Background: an optimization exercise with open tools, aiming at a short achievable clock period and few clock cycles per item. Do not read the settings as production practice.
Function was checked by simulation only, so behaviour that the tests miss may differ from the original.
The clock port is modelled as an ideal driver, which makes a skipped or thinned clock tree look cheaper than it is; a real chip needs a root buffer or a tree.
No activity file was given, so power comes from the tool's default toggle rates.

==> xenon <==
Design conv_accel_top, start of the top module:
module conv_accel_top (
    input  logic                       clk,
    input  logic                       rst,
    input  logic                       req_valid_i,
    input  logic [1:0]                 req_op_i,
    input  logic                       req_imm_i,
    input  logic [cnn_pkg::DATA_W-1:0] req_rj_i,
    input  logic [cnn_pkg::DATA_W-1:0] req_rk_i,
    output logic                       req_ready_o,
    output logic                       rsp_valid_o,
    output logic                       mem_valid_o,
    input  logic                       mem_ready_i,
    output logic [cnn_pkg::DATA_W-1:0] mem_addr_o,
    output logic                       mem_read_o,
    output logic [cnn_pkg::DATA_W-1:0] mem_wdata_o,
    input  logic                       mem_rsp_valid_i,
    input  logic [cnn_pkg::DATA_W-1:0] mem_rsp_rdata_i
);
    localparam int DW    = cnn_pkg::DATA_W;
    localparam int CW    = 13;                       
    localparam int FD    = cnn_pkg::FIFO_DEPTH;
    localparam int FIW   = cnn_pkg::FIFO_IDX_W;
    logic          ready_q, rsp_q;
    logic          hsk, hsk_src, hsk_dst, hsk_conv;
    logic [DW-1:0] src_q, dst_q;
    logic [11:0]   len_q;
    logic [2:0]    taps_q;
    logic          done_fire;
    assign req_ready_o = ready_q;
    assign rsp_valid_o = rsp_q;
    assign hsk      = req_valid_i & ready_q;
    assign hsk_src  = hsk & (req_op_i == cnn_pkg::OP_CONF_SRC);
    assign hsk_dst  = hsk & (req_op_i == cnn_pkg::OP_CONF_DST);
    assign hsk_conv = hsk & (req_op_i == cnn_pkg::OP_CONV);
    always_ff @(posedge clk) begin
        if (rst) begin
            ready_q <= 1'b1;
  ...
Settings: LEC_CHECK=0, ABC_CLOCK_PERIOD_IN_PS=1500, CAP_MARGIN=20, CORE_MARGIN=2, CORE_UTILIZATION=55, CTS_CLUSTER_DIAMETER=100, CTS_CLUSTER_SIZE=18, SLEW_MARGIN=20; clock period 10.0 ns.
standard.sh (not shown) runs the stock make flow with config.mk's settings and CLKGATE_MAP_FILE= SYNTH_SCRIPT=/design/flow/synth_recipe.tcl, a recipe that flattens the netlist after the stock synthesis.
==> flow/flow/run.sh <==
#!/bin/bash
set -eo pipefail
export POST_GLOBAL_ROUTE_TCL=$PWD/flow/grt_antenna.tcl
bash standard.sh SETUP_SLACK_MARGIN=7.1 MAX_REPAIR_ANTENNAS_ITER_DRT=12 finish > standard_make.log 2>&1
==> flow/flow/grt_antenna.tcl <==
# Hook run at the end of ORFS's global route step (POST_GLOBAL_ROUTE_TCL).
# ORFS has already repaired the antennas that the global routes show; this
# repeats the repair with a 30% margin on the antenna ratios, so that the
# detailed routes, which differ a little from the global ones, are less
# likely to leave an antenna violation for the post-route repair loop.
repair_antennas -ratio_margin 30 -iterations 5
check_placement -verbose
check_antennas
==> yarrow: changes against xenon <==
==> flow/flow/run.sh (replaced) <==
#!/bin/bash
set -eo pipefail
MARGIN=7.1
bash standard.sh SETUP_SLACK_MARGIN=$MARGIN place > make_place.log 2>&1
RES=orfs/results/sky130hd/conv_accel_top/base
RES_DIR=$RES LEAFMAX=16 SETUP_MARGIN=$MARGIN \
  openroad -no_init -exit flow/cts_tree.tcl > cts_tree.log 2>&1
cp $RES/4_1_cts.odb $RES/4_cts.odb
touch $RES/4_cts.sdc
export POST_GLOBAL_ROUTE_TCL=$PWD/flow/grt_antenna.tcl
bash standard.sh SETUP_SLACK_MARGIN=$MARGIN MAX_REPAIR_ANTENNAS_ITER_DRT=12 finish > make_finish.log 2>&1
==> flow/flow/cts_tree.tcl (new file) <==
set platform $::env(FLOW_HOME)/platforms/sky130hd
set res $::env(RES_DIR)
read_liberty $platform/lib/sky130_fd_sc_hd__tt_025C_1v80.lib
read_db $res/3_place.odb
read_sdc $res/3_place.sdc
source $platform/setRC.tcl
set_dont_use [get_lib_cells {*probe_p_8 *probec_p_8 *lpflow_*}]

# Two-level clock tree: the clock port drives NROOT clkbuf_16 roots near the
# die centre; each root drives leaf clkbuf_16s, each leaf at most LEAFMAX
# flip-flop clock pins, sinks grouped by recursive median bisection.
proc ctree_split {pts nparts} {
  # pts: list of {x y iterm}; returns list of groups, split alternately by x/y
  set groups [list $pts]
  set axis 0
  while {[llength $groups] < $nparts} {
    set ng {}
    foreach g $groups {
      set s [lsort -real -index $axis $g]
      set h [expr {[llength $s] / 2}]
      lappend ng [lrange $s 0 [expr {$h - 1}]] [lrange $s $h end]
    }
    set groups $ng
    set axis [expr {1 - $axis}]
  }
  return $groups
}
proc ctree_bisect {pts maxn} {
  set n [llength $pts]
  set k [expr {($n + $maxn - 1) / $maxn}]
  if {$k <= 1} { return [list $pts] }
  set xs {}; set ys {}
  foreach p $pts { lappend xs [lindex $p 0]; lappend ys [lindex $p 1] }
  set xs [lsort -real $xs]; set ys [lsort -real $ys]
  set ax [expr {([lindex $xs end] - [lindex $xs 0]) >= ([lindex $ys end] - [lindex $ys 0]) ? 0 : 1}]
  set s [lsort -real -index $ax $pts]
  set k1 [expr {$k / 2}]
  set h [expr {($n * $k1) / $k}]
  return [concat [ctree_bisect [lrange $s 0 [expr {$h - 1}]] $maxn] [ctree_bisect [lrange $s $h end] $maxn]]
}
proc ctree_build {nroot leafmax} {
  set db [ord::get_db]
  set block [ord::get_db_block]
  set m [$db findMaster sky130_fd_sc_hd__clkbuf_16]
  set clk [$block findNet clk]
  set pts {}
  foreach it [$clk getITerms] {
    set inst [$it getInst]
    set b [$inst getBBox]
    lappend pts [list [expr {([$b xMin] + [$b xMax]) / 2.0}] [expr {([$b yMin] + [$b yMax]) / 2.0}] $it]
  }
  puts "ctree: [llength $pts] sinks"
  set die [$block getDieArea]
  set cx [expr {([$die xMin] + [$die xMax]) / 2}]
  set cy [expr {([$die yMin] + [$die yMax]) / 2}]
  set r 0
  set nleaf 0
  foreach q [ctree_split $pts $nroot] {
    set rnet [odb::dbNet_create $block "clknet_root_$r"]
    $rnet setSigType CLOCK
    set rb [odb::dbInst_create $block $m "clkbuf_root_$r"]
    # roots sit near the die centre, each nudged toward its own group
    set qx 0.0; set qy 0.0
    foreach p $q { set qx [expr {$qx + [lindex $p 0]}]; set qy [expr {$qy + [lindex $p 1]}] }
    set qx [expr {$qx / [llength $q]}]; set qy [expr {$qy / [llength $q]}]
    set rx [expr {int($cx + 0.25 * ($qx - $cx))}]
    set ry [expr {int($cy + 0.25 * ($qy - $cy))}]
    $rb setLocation $rx $ry
    $rb setPlacementStatus PLACED
    [$rb findITerm A] connect $clk
    [$rb findITerm X] connect $rnet
    foreach g [ctree_bisect $q $leafmax] {
      set lnet [odb::dbNet_create $block "clknet_leaf_$nleaf"]
      $lnet setSigType CLOCK
      set lb [odb::dbInst_create $block $m "clkbuf_leaf_$nleaf"]
      set gx 0.0; set gy 0.0
      foreach p $g { set gx [expr {$gx + [lindex $p 0]}]; set gy [expr {$gy + [lindex $p 1]}] }
      $lb setLocation [expr {int($gx / [llength $g]) - 4600}] [expr {int($gy / [llength $g]) - 1360}]
      $lb setPlacementStatus PLACED
      [$lb findITerm A] connect $rnet
      [$lb findITerm X] connect $lnet
      foreach p $g {
        set it [lindex $p 2]
        $it disconnect
        $it connect $lnet
      }
      incr nleaf
    }
    incr r
  }
  puts "ctree: $nroot roots, $nleaf leaves"
}

ctree_build 4 $::env(LEAFMAX)
detailed_placement
set_propagated_clock [all_clocks]
estimate_parasitics -placement
report_clock_latency
repair_timing -setup_margin $::env(SETUP_MARGIN) -hold_margin 0 -repair_tns 100 -verbose
detailed_placement
check_placement -verbose
estimate_parasitics -placement
report_clock_latency
report_checks -path_delay max -group_path_count 5 -format end
report_checks -path_delay min -group_path_count 5 -format end
write_db $res/4_1_cts.odb
write_sdc -no_timestamp $res/4_cts.sdc
--- a/flow/config.mk
+++ b/flow/config.mk
@@ -6,9 +6,9 @@
 export NUM_CORES = 4
 export LEC_CHECK = 0
 export ABC_CLOCK_PERIOD_IN_PS = 1500
 export CAP_MARGIN = 20
 export CORE_MARGIN = 2
 export CORE_UTILIZATION = 55
 export CTS_CLUSTER_DIAMETER = 100
-export CTS_CLUSTER_SIZE = 18
+export CTS_CLUSTER_SIZE = 30
 export SLEW_MARGIN = 20
==> lagoon: changes against xenon <==
--- a/flow/design.v
+++ b/flow/design.v
@@ -7923,14 +7923,16 @@
         end else if (hsk_conv) begin
             p_read_q  <= 1'b1;
             p_last_q  <= 1'b0;
             p_addr_q  <= req_imm_i ? req_rj_i : src_q;
             rd_addr_q <= req_imm_i ? req_rj_i : src_q;
             rd_wt_q   <= req_imm_i;
             wt_left_q <= k_m1;
+            wr_addr_q <= dst_q;
+            wr_left_q <= nres;
             owed_q    <= (nores_all == 4'd0) ? 6'd1 : 6'd0;
             nores_q   <= (nores_all == 4'd0) ? 4'd0 : nores_all - 4'd1;
         end else if (adv) begin
             if (want_rd) begin
                 p_read_q  <= 1'b1;
                 p_last_q  <= 1'b0;
                 p_addr_q  <= rd_next;
@@ -7942,33 +7944,20 @@
                 if (nores_q != 4'd0) nores_q <= nores_q - 4'd1;
                 else owed_q <= owed_q + 6'd1;
             end else if (want_wr) begin
                 p_read_q  <= 1'b0;
                 p_last_q  <= (wr_left_q == 12'd1);
                 p_addr_q  <= wr_addr_q;
                 p_wdata_q <= fifo_q[fifo_rp_q[FIW-1:0]];
+                wr_addr_q <= wr_addr_q + DW'(4);
+                wr_left_q <= wr_left_q - 12'd1;
                 owed_q    <= owed_q - 6'd1;
             end
         end
     end
-    logic start_q, start_ld_q;
-    always_ff @(posedge clk) begin
-        if (rst) start_q <= 1'b0;
-        else     start_q <= hsk_conv;
-        start_ld_q <= req_imm_i;
-    end
-    always_ff @(posedge clk) begin
-        if (start_q) begin
-            wr_addr_q <= dst_q;
-            wr_left_q <= nres;
-        end else if (put_wr) begin
-            wr_addr_q <= wr_addr_q + DW'(4);
-            wr_left_q <= wr_left_q - 12'd1;
-        end
-    end
     logic          rv_q;
     logic [DW-1:0] rdata_q;
     logic [2:0]    wt_rsp_q;                         
     logic [1:0]    wt_idx_q;
     logic [2:0]    fill_q;                           
     logic [3:0][DW-1:0] w_q, win_q;
     logic          win_v_q;
@@ -7977,17 +7966,17 @@
         else     rv_q <= mem_rsp_valid_i;
         rdata_q <= mem_rsp_rdata_i;
     end
     always_ff @(posedge clk) begin
         if (rst) begin
             win_v_q  <= 1'b0;
             wt_rsp_q <= '0;
-        end else if (start_q) begin
+        end else if (hsk_conv) begin
             win_v_q  <= 1'b0;
-            wt_rsp_q <= start_ld_q ? taps_q : 3'd0;
+            wt_rsp_q <= req_imm_i ? taps_q : 3'd0;
             wt_idx_q <= '0;
             fill_q   <= k_m1;
         end else begin
             win_v_q <= 1'b0;
             if (rv_q) begin
                 if (wt_rsp_q != 3'd0) begin
                     wt_rsp_q <= wt_rsp_q - 3'd1;
@@ -7996,22 +7985,22 @@
                     if (fill_q != 3'd0) fill_q <= fill_q - 3'd1;
                     else win_v_q <= 1'b1;
                 end
             end
         end
     end
     always_ff @(posedge clk) begin
-        if (start_q && start_ld_q) begin
+        if (hsk_conv && req_imm_i) begin
             w_q <= '0;
         end else if (rv_q && wt_rsp_q != 3'd0) begin
             w_q[wt_idx_q] <= rdata_q;
         end
     end
     always_ff @(posedge clk) begin
-        if (start_q) begin
+        if (hsk_conv) begin
             win_q <= '0;
         end else if (rv_q && wt_rsp_q == 3'd0) begin
             for (int t = 0; t < 3; t++) begin
                 if (t < int'(k_m1)) win_q[t] <= win_q[t + 1];
             end
             for (int t = 0; t < 4; t++) begin
                 if (t == int'(k_m1)) win_q[t] <= rdata_q;
==> flow/run.sh (new file) <==
#!/bin/bash
# synth_recipe.tcl (not shown) runs the flow's synth.tcl, then flattens the netlist and writes it again
# the make line also repeats each setting of config.mk as NAME=value (left out here)
make -C /OpenROAD-flow-scripts/flow DESIGN_CONFIG=/design/flow/config.mk WORK_HOME=/design/flow/orfs CLKGATE_MAP_FILE= SYNTH_SCRIPT=/design/flow/synth_recipe.tcl finish
--- a/flow/config.mk
+++ b/flow/config.mk
@@ -6,9 +6,10 @@
 export NUM_CORES = 4
 export LEC_CHECK = 0
 export ABC_CLOCK_PERIOD_IN_PS = 1500
 export CAP_MARGIN = 20
 export CORE_MARGIN = 2
 export CORE_UTILIZATION = 55
 export CTS_CLUSTER_DIAMETER = 100
-export CTS_CLUSTER_SIZE = 18
+export CTS_CLUSTER_SIZE = 30
+export SETUP_SLACK_MARGIN = 5
 export SLEW_MARGIN = 20
removed: flow/flow/run.sh
removed: flow/flow/grt_antenna.tcl
removed: flow/standard.sh
==> qor summary <==
Run status: yarrow no timing/DRC/antenna violations; xenon no timing/DRC/antenna violations; lagoon no timing/DRC/antenna violations
Largest incremental delay on the critical path: yarrow 0.37 ns; xenon 0.38 ns; lagoon 0.75 ns
Via count of the first global-routing pass: yarrow 84800; xenon 85100; lagoon 83900
RD Place Congestion: yarrow 1.01; xenon 1.01; lagoon 1.01
Number of multi-input logic gates: yarrow 6365; xenon 6360; lagoon 6353
Net count after synthesis: yarrow 12800; xenon 12800; lagoon 12700
Met2 demand-to-capacity share in global routing: yarrow 0.602; xenon 0.602; lagoon 0.591
Number of nets in the layout: yarrow 12700; xenon 12700; lagoon 12500
Post-CTS setup repair buffer count: yarrow -; xenon 41; lagoon 0
Starting density of the core: yarrow 0.554; xenon 0.554; lagoon 0.554
Quantity of gates resized following cts: yarrow -; xenon 660; lagoon 0
Worst min-delay path startpoint: yarrow u_conv_mac.st2_q[2]$_DFF_P_; xenon u_conv_mac.st2_q[5]$_DFF_P_; lagoon u_conv_mac.st2_q[13]$_DFF_P_
Wire length on met3: yarrow 58700 um; xenon 59400 um; lagoon 55300 um
Post-synthesis cell count: yarrow 10700; xenon 10700; lagoon 10700
Worst Path Required: yarrow 8.00 ns; xenon 8.00 ns; lagoon 10.62 ns
XOR/XNOR share of the synthesized area: yarrow 0.0292; xenon 0.0292; lagoon 0.0291
Total power draw: yarrow 23.6 mW; xenon 24.5 mW; lagoon 25.7 mW
Worst setup path end: yarrow mem_addr_o[31]; xenon mem_addr_o[21]; lagoon win_q[91]$_SDFFE_PP0P_
Number of antenna violations at the first check in global routing: yarrow 63; xenon 55; lagoon 50
Layout Area Growth over Synthesis: yarrow 9.06%; xenon 9.82%; lagoon 6.34%
Testbench counts of xenon, summed over its fixed seeds: cycles 7,410, items 2,528.
Testbench counts of yarrow, summed over its fixed seeds: cycles 7,410, items 2,528.
Testbench counts of lagoon, summed over its fixed seeds: cycles 7,410, items 2,528.
In yarrow the design's own scripts or RTL, not TritonCTS, make the clock network.

==> what the ideal ports hide <==
The results above use ideal ports. As a check the final layouts listed here were re-extracted and re-timed, cells and wires unchanged. Step 1 assumes that a clkbuf_16 drives the clock port and a buf_2 every other input. Step 2 also shifts input and output timing later by t, the mid clock arrival at the registers, as if the neighbouring blocks saw the same clock. a / b / c = ideal / step 1 / step 2; a / b = the first two.
run	t (ns)	slack for setup (ns)	hold WS [ns]	worst setup path at the end	worst slew at a driven data input, ns
xenon	0.938	6.632 / 6.529 / 6.174	0.320 / 0.320 / 0.320	input to register	0.09
yarrow	0.833	6.844 / 6.691 / 6.355	0.327 / 0.327 / 0.327	input to register	0.11
lagoon	0.885	5.266 / 5.318 / 4.432	0.338 / 0.338 / 0.338	input to register	0.12
After both steps setup and hold are still met in every run listed. The setup slack of lagoon, which loses most, moves by +0.052 ns with the drivers and by -0.834 ns with both steps.
